Background: an optimization exercise with open tools, aiming at a short achievable clock period and few clock cycles per item. Do not read the settings as production practice. The RTL was checked by simulation tests, not by an equivalence proof against the original design.

## design/flow/design.v

```verilog
`default_nettype none
module cabac_binary_arithmetic_encoder_core (
	input  wire         clk,
	input  wire         arst_n,
	input  wire         s_tvalid,
	output wire         s_tready,
	input  wire  [23:0] s_tdata,    
	input  wire  [2:0]  s_tuser,    
	output wire         m_tvalid,
	input  wire         m_tready,
	output wire  [31:0] m_tdata,    
	output wire  [0:0]  m_tuser,    
	output wire         m_tlast,
	input  wire         cfg_valid,
	output wire         cfg_ready,
	input  wire  [5:0]  cfg_data
);
	localparam [2:0] CMD_INIT  = 3'd0;
	localparam [2:0] CMD_REG   = 3'd1;
	localparam [2:0] CMD_TERM  = 3'd2;
	localparam [2:0] CMD_FLUSH = 3'd3;
	localparam [2:0] CMD_START = 3'd4;
	localparam [8:0] RANGE_RST = 9'd510;
	localparam [4:0] BL_RST    = 5'b10100;    
	localparam [5:0] QP_MAX    = 6'd51;
	localparam [5:0] QP_RST    = 6'd26;
	function automatic [32:0] byte_rec(input [7:0] b);
		byte_rec = {1'b0, 16'd1, 4'd8, 4'd0, b};
	endfunction
	function automatic [32:0] run_rec(input [7:0] b, input [15:0] c, input s);
		run_rec = {s, c - 16'd1, 4'd8, 4'd0, b};
	endfunction
	function automatic [31:0] lps_row(input [5:0] st);
		case (st)
			6'd0:  lps_row = {8'd128, 8'd176, 8'd208, 8'd240};
			6'd1:  lps_row = {8'd128, 8'd167, 8'd197, 8'd227};
			6'd2:  lps_row = {8'd128, 8'd158, 8'd187, 8'd216};
			6'd3:  lps_row = {8'd123, 8'd150, 8'd178, 8'd205};
			6'd4:  lps_row = {8'd116, 8'd142, 8'd169, 8'd195};
			6'd5:  lps_row = {8'd111, 8'd135, 8'd160, 8'd185};
			6'd6:  lps_row = {8'd105, 8'd128, 8'd152, 8'd175};
			6'd7:  lps_row = {8'd100, 8'd122, 8'd144, 8'd166};
			6'd8:  lps_row = {8'd95, 8'd116, 8'd137, 8'd158};
			6'd9:  lps_row = {8'd90, 8'd110, 8'd130, 8'd150};
			6'd10: lps_row = {8'd85, 8'd104, 8'd123, 8'd142};
			6'd11: lps_row = {8'd81, 8'd99, 8'd117, 8'd135};
			6'd12: lps_row = {8'd77, 8'd94, 8'd111, 8'd128};
			6'd13: lps_row = {8'd73, 8'd89, 8'd105, 8'd122};
			6'd14: lps_row = {8'd69, 8'd85, 8'd100, 8'd116};
			6'd15: lps_row = {8'd66, 8'd80, 8'd95, 8'd110};
			6'd16: lps_row = {8'd62, 8'd76, 8'd90, 8'd104};
			6'd17: lps_row = {8'd59, 8'd72, 8'd86, 8'd99};
			6'd18: lps_row = {8'd56, 8'd69, 8'd81, 8'd94};
			6'd19: lps_row = {8'd53, 8'd65, 8'd77, 8'd89};
			6'd20: lps_row = {8'd51, 8'd62, 8'd73, 8'd85};
			6'd21: lps_row = {8'd48, 8'd59, 8'd69, 8'd80};
			6'd22: lps_row = {8'd46, 8'd56, 8'd66, 8'd76};
			6'd23: lps_row = {8'd43, 8'd53, 8'd63, 8'd72};
			6'd24: lps_row = {8'd41, 8'd50, 8'd59, 8'd69};
			6'd25: lps_row = {8'd39, 8'd48, 8'd56, 8'd65};
			6'd26: lps_row = {8'd37, 8'd45, 8'd54, 8'd62};
			6'd27: lps_row = {8'd35, 8'd43, 8'd51, 8'd59};
			6'd28: lps_row = {8'd33, 8'd41, 8'd48, 8'd56};
			6'd29: lps_row = {8'd32, 8'd39, 8'd46, 8'd53};
			6'd30: lps_row = {8'd30, 8'd37, 8'd43, 8'd50};
			6'd31: lps_row = {8'd29, 8'd35, 8'd41, 8'd48};
			6'd32: lps_row = {8'd27, 8'd33, 8'd39, 8'd45};
			6'd33: lps_row = {8'd26, 8'd31, 8'd37, 8'd43};
			6'd34: lps_row = {8'd24, 8'd30, 8'd35, 8'd41};
			6'd35: lps_row = {8'd23, 8'd28, 8'd33, 8'd39};
			6'd36: lps_row = {8'd22, 8'd27, 8'd32, 8'd37};
			6'd37: lps_row = {8'd21, 8'd26, 8'd30, 8'd35};
			6'd38: lps_row = {8'd20, 8'd24, 8'd29, 8'd33};
			6'd39: lps_row = {8'd19, 8'd23, 8'd27, 8'd31};
			6'd40: lps_row = {8'd18, 8'd22, 8'd26, 8'd30};
			6'd41: lps_row = {8'd17, 8'd21, 8'd25, 8'd28};
			6'd42: lps_row = {8'd16, 8'd20, 8'd23, 8'd27};
			6'd43: lps_row = {8'd15, 8'd19, 8'd22, 8'd25};
			6'd44: lps_row = {8'd14, 8'd18, 8'd21, 8'd24};
			6'd45: lps_row = {8'd14, 8'd17, 8'd20, 8'd23};
			6'd46: lps_row = {8'd13, 8'd16, 8'd19, 8'd22};
			6'd47: lps_row = {8'd12, 8'd15, 8'd18, 8'd21};
			6'd48: lps_row = {8'd12, 8'd14, 8'd17, 8'd20};
			6'd49: lps_row = {8'd11, 8'd14, 8'd16, 8'd19};
			6'd50: lps_row = {8'd11, 8'd13, 8'd15, 8'd18};
			6'd51: lps_row = {8'd10, 8'd12, 8'd15, 8'd17};
			6'd52: lps_row = {8'd10, 8'd12, 8'd14, 8'd16};
			6'd53: lps_row = {8'd9, 8'd11, 8'd13, 8'd15};
			6'd54: lps_row = {8'd9, 8'd11, 8'd12, 8'd14};
			6'd55: lps_row = {8'd8, 8'd10, 8'd12, 8'd14};
			6'd56: lps_row = {8'd8, 8'd9, 8'd11, 8'd13};
			6'd57: lps_row = {8'd7, 8'd9, 8'd11, 8'd12};
			6'd58: lps_row = {8'd7, 8'd9, 8'd10, 8'd12};
			6'd59: lps_row = {8'd7, 8'd8, 8'd10, 8'd11};
			6'd60: lps_row = {8'd6, 8'd8, 8'd9, 8'd11};
			6'd61: lps_row = {8'd6, 8'd7, 8'd9, 8'd10};
			6'd62: lps_row = {8'd6, 8'd7, 8'd8, 8'd9};
			default: lps_row = {8'd2, 8'd2, 8'd2, 8'd2};
		endcase
	endfunction
	function automatic [5:0] lps_next(input [5:0] st);
		case (st)
			6'd0:  lps_next = 6'd0;   6'd1:  lps_next = 6'd0;
			6'd2:  lps_next = 6'd1;   6'd3:  lps_next = 6'd2;
			6'd4:  lps_next = 6'd2;   6'd5:  lps_next = 6'd4;
			6'd6:  lps_next = 6'd4;   6'd7:  lps_next = 6'd5;
			6'd8:  lps_next = 6'd6;   6'd9:  lps_next = 6'd7;
			6'd10: lps_next = 6'd8;   6'd11: lps_next = 6'd9;
			6'd12: lps_next = 6'd9;   6'd13: lps_next = 6'd11;
			6'd14: lps_next = 6'd11;  6'd15: lps_next = 6'd12;
			6'd16: lps_next = 6'd13;  6'd17: lps_next = 6'd13;
			6'd18: lps_next = 6'd15;  6'd19: lps_next = 6'd15;
			6'd20: lps_next = 6'd16;  6'd21: lps_next = 6'd16;
			6'd22: lps_next = 6'd18;  6'd23: lps_next = 6'd18;
			6'd24: lps_next = 6'd19;  6'd25: lps_next = 6'd19;
			6'd26: lps_next = 6'd21;  6'd27: lps_next = 6'd21;
			6'd28: lps_next = 6'd22;  6'd29: lps_next = 6'd22;
			6'd30: lps_next = 6'd23;  6'd31: lps_next = 6'd24;
			6'd32: lps_next = 6'd24;  6'd33: lps_next = 6'd25;
			6'd34: lps_next = 6'd26;  6'd35: lps_next = 6'd26;
			6'd36: lps_next = 6'd27;  6'd37: lps_next = 6'd27;
			6'd38: lps_next = 6'd28;  6'd39: lps_next = 6'd29;
			6'd40: lps_next = 6'd29;  6'd41: lps_next = 6'd30;
			6'd42: lps_next = 6'd30;  6'd43: lps_next = 6'd30;
			6'd44: lps_next = 6'd31;  6'd45: lps_next = 6'd32;
			6'd46: lps_next = 6'd32;  6'd47: lps_next = 6'd33;
			6'd48: lps_next = 6'd33;  6'd49: lps_next = 6'd33;
			6'd50: lps_next = 6'd34;  6'd51: lps_next = 6'd34;
			6'd52: lps_next = 6'd35;  6'd53: lps_next = 6'd35;
			6'd54: lps_next = 6'd35;  6'd55: lps_next = 6'd36;
			6'd56: lps_next = 6'd36;  6'd57: lps_next = 6'd36;
			6'd58: lps_next = 6'd37;  6'd59: lps_next = 6'd37;
			6'd60: lps_next = 6'd37;  6'd61: lps_next = 6'd38;
			6'd62: lps_next = 6'd38;  default: lps_next = 6'd63;
		endcase
	endfunction
	function automatic [3:0] lps_shift(input [7:0] v);
		integer i;
		lps_shift = 4'd7;
		for (i = 1; i < 8; i = i + 1)
			if (v[i]) lps_shift = 4'(8 - i);
	endfunction
	function automatic [6:0] derive_state(input [5:0] qp, input [7:0] iv);
		reg        [5:0]  q;
		reg signed [7:0]  slope;
		reg signed [7:0]  offs;
		reg signed [13:0] prod;
		reg signed [13:0] s;
		reg        [6:0]  sc;
		q     = (qp > QP_MAX) ? QP_MAX : qp;
		slope = $signed({4'b0000, iv[7:4]}) * 8'sd5 - 8'sd45;
		offs  = $signed({1'b0, iv[3:0], 3'b000}) - 8'sd16;
		prod  = slope * $signed({8'b0, q});
		s     = (prod >>> 4) + offs;
		if (s < 14'sd1) sc = 7'd1;
		else if (s > 14'sd126) sc = 7'd126;
		else sc = s[6:0];
		if (sc >= 7'd64) derive_state = {sc[5:0], 1'b1};
		else derive_state = {6'(7'd63 - sc), 1'b0};
	endfunction
	reg         vld_s1;
	reg  [2:0]  cmd_s1;
	reg  [7:0]  idx_s1;
	reg         bin_s1;
	reg  [7:0]  iv_s1;
	reg  [6:0]  rd_s1;
	reg  [5:0]  qp_q;
	reg  [31:0] low_q;
	reg  [8:0]  rng_q;
	reg  [4:0]  bl_q;     
	reg  [15:0] cnt_q;    
	reg  [7:0]  bb_q;     
	reg         sat_q;    
	reg         fwd_vld;
	reg  [7:0]  fwd_addr;
	reg  [6:0]  fwd_data;
	reg  [6:0]  ctx_mem [0:255];
	reg  [32:0] res_q [0:5];
	reg  [2:0]  res_cnt_q;
	reg  [2:0]  rd_ptr_q;
	reg  [31:0] low_d;
	reg  [8:0]  rng_d;
	reg  [4:0]  bl_d;
	reg  [15:0] cnt_d;
	reg  [7:0]  bb_d;
	reg         sat_d;
	reg  [5:0][32:0] res_c;
	reg  [2:0]  n_c;
	reg         mem_we;
	reg  [6:0]  mem_wd;
	wire s_fire   = s_tvalid & s_tready;
	wire m_fire   = m_tvalid & m_tready;
	wire buf_free = (rd_ptr_q == res_cnt_q) ||
	                (m_fire && (rd_ptr_q == 3'(res_cnt_q - 3'd1)));
	wire s1_fire  = vld_s1 && ((n_c == 3'd0) || buf_free);
	assign s_tready  = !vld_s1 || s1_fire;
	assign cfg_ready = 1'b1;
	always @(*) begin : engine
		reg  [6:0]  ms;
		reg  [5:0]  st;
		reg         mps;
		reg  [7:0]  lps;
		reg  [8:0]  r;
		reg  [31:0] lo;
		reg  [3:0]  nb;
		reg  [5:0]  nst;
		reg         lps_path;
		reg         coded;
		reg  [31:0] e_low;
		reg  [8:0]  e_rng;
		reg  [4:0]  e_bl;
		reg  [4:0]  sh;
		reg  [4:0]  msh;
		reg  [31:0] lead;
		reg  [7:0]  carry;
		reg  [4:0]  fsh;
		reg  [5:0]  flen;
		reg  [3:0]  len;
		reg  [11:0] mask;
		low_d  = low_q;
		rng_d  = rng_q;
		bl_d   = bl_q;
		cnt_d  = cnt_q;
		bb_d   = bb_q;
		sat_d  = sat_q;
		n_c    = 3'd0;
		mem_we = 1'b0;
		mem_wd = derive_state(qp_q, iv_s1);
		res_c  = {6{byte_rec(8'd0)}};
		coded  = 1'b0;
		ms  = (fwd_vld && fwd_addr == idx_s1) ? fwd_data : rd_s1;
		st  = ms[6:1];
		mps = ms[0];
		lps = lps_range(st, rng_q[7:6]);
		r   = rng_q - {1'b0, lps};
		lo  = low_q;
		lps_path = (bin_s1 != mps);
		if (lps_path) begin
			nb  = (st == 6'd63) ? 4'd6 : lps_shift(lps);
			lo  = low_q + {23'd0, r};
			r   = {1'b0, lps};
			nst = lps_next(st);
		end else begin
			nb  = (r < 9'd256) ? 4'd1 : 4'd0;
			nst = (st < 6'd62) ? st + 6'd1 : st;
		end
		e_low = low_q;
		e_rng = rng_q;
		e_bl  = bl_q;
		case (cmd_s1)
			CMD_INIT: begin
				mem_we = 1'b1;
			end
			CMD_REG: begin
				coded  = 1'b1;
				e_low  = lo << nb;
				e_rng  = r << nb;
				e_bl   = bl_q + {1'b0, nb};
				mem_we = 1'b1;
				mem_wd = {nst, (lps_path && st == 6'd0) ? ~mps : mps};
			end
			CMD_TERM, CMD_FLUSH: begin
				coded = 1'b1;
				e_rng = rng_q - 9'd2;
				if (bin_s1 || cmd_s1 == CMD_FLUSH) begin
					e_low = (low_q + {23'd0, e_rng}) << 7;
					e_rng = 9'd256;
					e_bl  = bl_q + 5'd7;
				end else if (!e_rng[8]) begin
					e_low = low_q << 1;
					e_rng = e_rng << 1;
					e_bl  = bl_q + 5'd1;
				end
			end
			default: begin
			end
		endcase
		if (coded) begin
			low_d = e_low;
			rng_d = e_rng;
			bl_d  = e_bl;
			if (!e_bl[4]) begin
				sh    = 5'd13 + e_bl;
				msh   = 5'd19 - e_bl;
				lead  = e_low >> sh;
				carry = lead[15:8];
				bl_d  = e_bl - 5'd8;
				low_d = e_low & (32'hffffffff >> msh);
				if (lead == 32'h000000ff) begin
					if (cnt_q == 16'hffff) sat_d = 1'b1;
					else cnt_d = cnt_q + 16'd1;
				end else begin
					if (cnt_q != 16'd0) begin
						res_c[n_c] = byte_rec(bb_q + carry);
						n_c = n_c + 3'd1;
					end
					if (cnt_q > 16'd1) begin
						res_c[n_c] = run_rec(8'hff + carry, cnt_q, sat_q);
						n_c = n_c + 3'd1;
					end
					cnt_d = 16'd1;
					bb_d  = lead[7:0];
					sat_d = 1'b0;
				end
			end
		end
		if (cmd_s1 == CMD_FLUSH) begin
			fsh  = 5'd21 + bl_d;
			flen = 6'd13 + {bl_d[4], bl_d};
			if ((low_d >> fsh) != 32'd0) begin
				res_c[n_c] = byte_rec(bb_d + 8'd1);
				n_c = n_c + 3'd1;
				if (cnt_d > 16'd1) begin
					res_c[n_c] = run_rec(8'd0, cnt_d, sat_d);
					n_c = n_c + 3'd1;
				end
				low_d = low_d - (32'd1 << fsh);
			end else begin
				if (cnt_d != 16'd0) begin
					res_c[n_c] = byte_rec(bb_d);
					n_c = n_c + 3'd1;
				end
				if (cnt_d > 16'd1) begin
					res_c[n_c] = run_rec(8'hff, cnt_d, sat_d);
					n_c = n_c + 3'd1;
				end
			end
			if (flen[5] || flen == 6'd0) len = 4'd1;
			else if (flen > 6'd12) len = 4'd12;
			else len = flen[3:0];
			mask = 12'((13'd1 << len) - 13'd1);
			res_c[n_c] = {1'b0, 16'd1, len, low_d[19:8] & mask};
			n_c = n_c + 3'd1;
			res_c[n_c] = {1'b0, 16'd1, 4'd1, 12'd1};
			n_c = n_c + 3'd1;
		end
		if (cmd_s1 == CMD_FLUSH || cmd_s1 == CMD_START) begin
			low_d = 32'd0;
			rng_d = RANGE_RST;
			bl_d  = BL_RST;
			cnt_d = 16'd0;
			bb_d  = 8'hff;
			sat_d = 1'b0;
		end
	end
	function automatic [7:0] lps_range(input [5:0] st, input [1:0] q);
		reg [31:0] row;
		row = lps_row(st);
		case (q)
			2'd0:    lps_range = row[31:24];
			2'd1:    lps_range = row[23:16];
			2'd2:    lps_range = row[15:8];
			default: lps_range = row[7:0];
		endcase
	endfunction
	always @(posedge clk) begin
		if (s_fire) rd_s1 <= ctx_mem[s_tdata[7:0]];
		if (s1_fire && mem_we) ctx_mem[idx_s1] <= mem_wd;
	end
	integer k;
	always @(posedge clk) begin
		if (s_fire) begin
			cmd_s1 <= s_tuser;
			idx_s1 <= s_tdata[7:0];
			bin_s1 <= s_tdata[8];
			iv_s1  <= s_tdata[16:9];
		end
		if (s1_fire && n_c != 3'd0) begin
			for (k = 0; k < 6; k = k + 1) res_q[k] <= res_c[k];
		end
	end
	always @(posedge clk or negedge arst_n) begin
		if (!arst_n) begin
			vld_s1    <= 1'b0;
			qp_q      <= QP_RST;
			low_q     <= 32'd0;
			rng_q     <= RANGE_RST;
			bl_q      <= BL_RST;
			cnt_q     <= 16'd0;
			bb_q      <= 8'hff;
			sat_q     <= 1'b0;
			fwd_vld   <= 1'b0;
			fwd_addr  <= 8'd0;
			fwd_data  <= 7'd0;
			res_cnt_q <= 3'd0;
			rd_ptr_q  <= 3'd0;
		end else begin
			if (cfg_valid && cfg_ready) qp_q <= cfg_data;
			if (s_fire) vld_s1 <= 1'b1;
			else if (s1_fire) vld_s1 <= 1'b0;
			if (s1_fire) begin
				low_q <= low_d;
				rng_q <= rng_d;
				bl_q  <= bl_d;
				cnt_q <= cnt_d;
				bb_q  <= bb_d;
				sat_q <= sat_d;
				if (mem_we) begin
					fwd_vld  <= 1'b1;
					fwd_addr <= idx_s1;
					fwd_data <= mem_wd;
				end
			end
			if (s1_fire && n_c != 3'd0) begin
				res_cnt_q <= n_c;
				rd_ptr_q  <= 3'd0;
			end else if (m_fire) begin
				rd_ptr_q <= rd_ptr_q + 3'd1;
			end
		end
	end
	assign m_tvalid = (rd_ptr_q != res_cnt_q);
	assign m_tdata  = res_q[rd_ptr_q][31:0];
	assign m_tuser  = res_q[rd_ptr_q][32];
	assign m_tlast  = (rd_ptr_q == 3'(res_cnt_q - 3'd1));
endmodule
`default_nettype wire
```

## design/flow/run.sh

```bash
#!/bin/bash
# synth_recipe.tcl (not shown) runs the flow's synth.tcl, then flattens the netlist and writes it again
# the make line also repeats each setting of config.mk as NAME=value (left out here)
make -C /OpenROAD-flow-scripts/flow DESIGN_CONFIG=/design/flow/config.mk WORK_HOME=/design/flow/orfs CLKGATE_MAP_FILE= SYNTH_SCRIPT=/design/flow/synth_recipe.tcl finish
```

## design/flow/config.mk

```make
export PLATFORM = sky130hd
export DESIGN_NAME = cabac_binary_arithmetic_encoder_core
export DESIGN_NICKNAME = cabac_binary_arithmetic_encoder_core
export VERILOG_FILES = /design/flow/design.v
export SDC_FILE = /design/flow/constraint.sdc
export NUM_CORES = 4
export LEC_CHECK = 0
export ABC_CLOCK_PERIOD_IN_PS = 10000
export CAP_MARGIN = 20
export CORE_MARGIN = 2
export CORE_UTILIZATION = 40
export SLEW_MARGIN = 20
```

## design/flow/constraint.sdc

```tcl
create_clock -name core_clock -period 20.0 [get_ports {clk}]
set_input_delay 4.0000 -clock core_clock [delete_from_list [all_inputs] [get_ports {clk}]]
set_output_delay 4.0000 -clock core_clock [all_outputs]
set_load 0.01 [all_outputs]
```

==> notes.md <==
how the worst max path moves through the flow:
| stage | startpoint | to | slack [ps] | depth (start not counted) |
|---|---|---|---|---|
| global route | idx_s1[4] | s_tready | 220 | 64 |
| finish | idx_s1[4] | s_tready | 750 | 60 |
| floorplan | idx_s1[4] | s_tready | 10 | 80 |
| detailed placement | idx_s1[4] | s_tready | -430 | 65 |
| CTS | idx_s1[4] | s_tready | 2 | 63 |
| global placement | idx_s1[4] | s_tready | -330 | 65 |
final cells by class:
class                           instances  area [µm²]  share of cell area (%)
Multi-Input combinational cell       4593       40000                    33.8
Clock buffer                          283        6000                    5.07
Tap cell                             3515        4400                    3.72
Antenna cell                            6        15.0                  0.0127
Clock inverter                        126         963                   0.815
Inverter                              215         807                   0.682
Sequential cell                      2117       63100                    53.4
Timing Repair Buffer                  349        2970                    2.51
registers in the layout, indices dropped and copies added, names as in the netlist, 7 cells and up:
name / cells
bb_q: 8
cnt_q: 16
ctx_mem: 1792
fwd_addr: 8
fwd_data: 7
idx_s1: 8
iv_s1: 8
low_q: 32
rd_s1: 7
res_q: 198
rng_q: 9
layer usage:
metal	global-route usage [%]	vias to the layer above	wire [µm]
met2	36.9	3177	147000
met1	32.8	35500	132000
met4	6.84	0	10300
met5	0	-	0
li1	-	29700	-
met3	3.73	629	24500
cell families (layout without fill, tap and decap cells):
logic type,Yosys count,count (layout),share of synthesized area [%]
simple gates,1920,1920,8.65
xor+xnor,181,181,1.50
flops,2117,2117,59.9
compound gates,1508,1508,10.1
fa+ha+maj,208,208,2.76
other cells,2,44,0.00713
mux,738,738,14.3
buf+inv,740,973,2.85
synth_stat cells (82+ instances only):
cell type / number / share of area (%)
o21ai_0: 239 / 1.1
inv_1: 205 / 0.73
nand2_1: 399 / 1.4
edfxtp_1: 2017 / 57
ha_1: 167 / 2.0
nand3_1: 205 / 0.97
nor2_1: 747 / 2.7
xnor2_1: 134 / 1.1
a211oi_1: 82 / 0.58
a21oi_1: 237 / 1.1
buf_1: 82 / 0.29
mux4_2: 602 / 13
nor3_1: 136 / 0.65
o211ai_1: 99 / 0.71
clkbuf_1: 348 / 1.2
cells in the final DEF, fill, tap and decap left out, types with 57 or more instances in the layout:
cell / synthesis / layout
a211oi_1: 82 / 76
a21oi_1: 237 / 228
a22oi_1: 65 / 61
a31oi_1: 79 / 78
buf_4: 28 / 266
clkbuf_16: 0 / 228
clkdlybuf4s50_1: 0 / 58
clkinv_1: 3 / 57
dfrtp_1: 79 / 79
edfxtp_1: 2017 / 2017
ha_1: 167 / 160
inv_1: 205 / 203
mux2_2: 71 / 71
mux4_2: 602 / 602
nand2_1: 399 / 395
nand3_1: 205 / 203
nor2_1: 747 / 740
nor3_1: 136 / 128
o211ai_1: 99 / 99
o21a_1: 70 / 70
o21ai_0: 239 / 231
xnor2_1: 134 / 127
timing repair:
action / in CTS / in global routing
gates cloned: 0 / 1
resized for setup: 27 / 69
setup buffers: 7 / 13
setup endpoints to repair: 1 / 1
pin swaps: 6 / 12
==> results.toml <==
[cells_and_area]
finalCoreUtilization_pct = 45.1
fillers = 23100
final_cell_area_um2 = 118000
fin_cells = 11200
layout-drive-gt1-share_pct = 19.7
layout.nets = 7748
area.growth.synth_to_final_pct = 12.2

[clocking]
htreeDepth = 4
cts.sinks = 2117
numCtsBuffers = 226
cts_tree = "yes"
clkSlewWorstSetupHoldPaths_ps = 60
cts-root-buf = "clkbuf_16"
holdBufCountCts = 0
clk_path_buf_depth = 4
clock_latency_ps = 950

[placed_design]
place.gp.congestion = 0.975
pre_cts_slack_ps = -432
post-place-cells = 10800
dp_hpwl_um = 207000
port_buffers = 66
dpl_cell_area_um2 = 111000

[detailed_routing]
ant_nets = 0
vias = 69000
dr.pass1.iters = 13
routedWlPerCell_um = 28.1
initialDrtViolationCount = 8221
viasPerCell = 6.16
routed_wl_um = 315000
drc = 0

[sta]
tightest_slew_ps = 1340
setup_viol = 0
finalSetupTns_ps = 0
layout_setup_ws_ps = 747
slew_violations = 0
min_period_ps = 19250
slew_headroom_pct = 10.8
grt_setup_unrepaired = "no"
fmax_ghz = 0.0519
period_share_pct = 96.3
hold_ws_ps = 478
finalClockSkew_ps = 148
hold_violations = 0

[floorplan]
die_y_um = 517
io_pins = 75
start_util_pct = 40.2
core_area_um2 = 262000
die_w_um = 517
fp-row-count = 188
die-area_um2 = 268000

[yosys]
ys_types = 121
ys_seq_elements = 2117
synthArstFlopShare_pct = 4.72
synthFlopType = "edfxtp_1"
ys_warn_count = 2
syn_inst = 7414
seq_area_frac_synth_pct = 59.9
syn_avg_cell_area_um2 = 14.2
synth.cell_area_um2 = 105000
synth_edf_count = 2017

[status]
status = "finished clean"

[critical_path]
critPathArrivalTime_ps = 15250
cpLargestDelayFamily = "compound AO/OA/AOI/OAI gates"
slowest_delay_ps = 620
critPathLaunchType = "flip-flop"
cp.required_ps = 16000
rr_worst_depth = 62
critical_path_class = "reg2out"
r2r_start = "idx_s1[4]"
rr_endpoint = "ctx_mem[91][2]"
end_kind = "output port"
r2r_slack_ps = 3220
worst-path-buf-inv = 9
critPathSlowestCell = "a2111oi_1"
path_max_fanout = 12

[global_routing]
grt_overflow = 0
grt_pass1_wl_um = 464000
grt_max_degree = 176
grt_pass1_vias = 67700
grt_usage_pct = 23.2
antenna_found_initial = 4

[run]
maxCapViolCount = 0

[hold_path]
whs_path_depth = 1
hold-path-endpoint = "fwd_vld"
worst_hold_startpoint = "fwd_vld"
hold_path.class = "reg2reg"
Testbench counts, summed over its fixed seeds: cycles 24,888, items 24,844.

-- separate check: timing with driven ports --
How much do the figures lean on ideal ports? The routed layout below was timed once more, with nothing changed but the port constraints. Step 1: set_driving_cell puts a clkbuf_16 on clk and a buf_2 on each other input, an assumption about the parent block. Step 2, shift: input delay + t, output delay - t, t = (earliest + latest rising clock arrival at the registers) / 2. This alone moves slack from input paths to output paths. Three values: ideal ports, drivers, drivers and shift; two values: the first two.
shift t [ns]: 0.971
setup WS [ns]: 0.747 / 0.649 / 1.620
worst hold slack (ns): 0.478 / 0.478 / 0.478
pins driven straight from the clock port: 1
After both steps setup and hold are still met in this run. For this run, drivers alone change the setup slack by -0.098 ns; drivers and shift together by +0.873 ns.
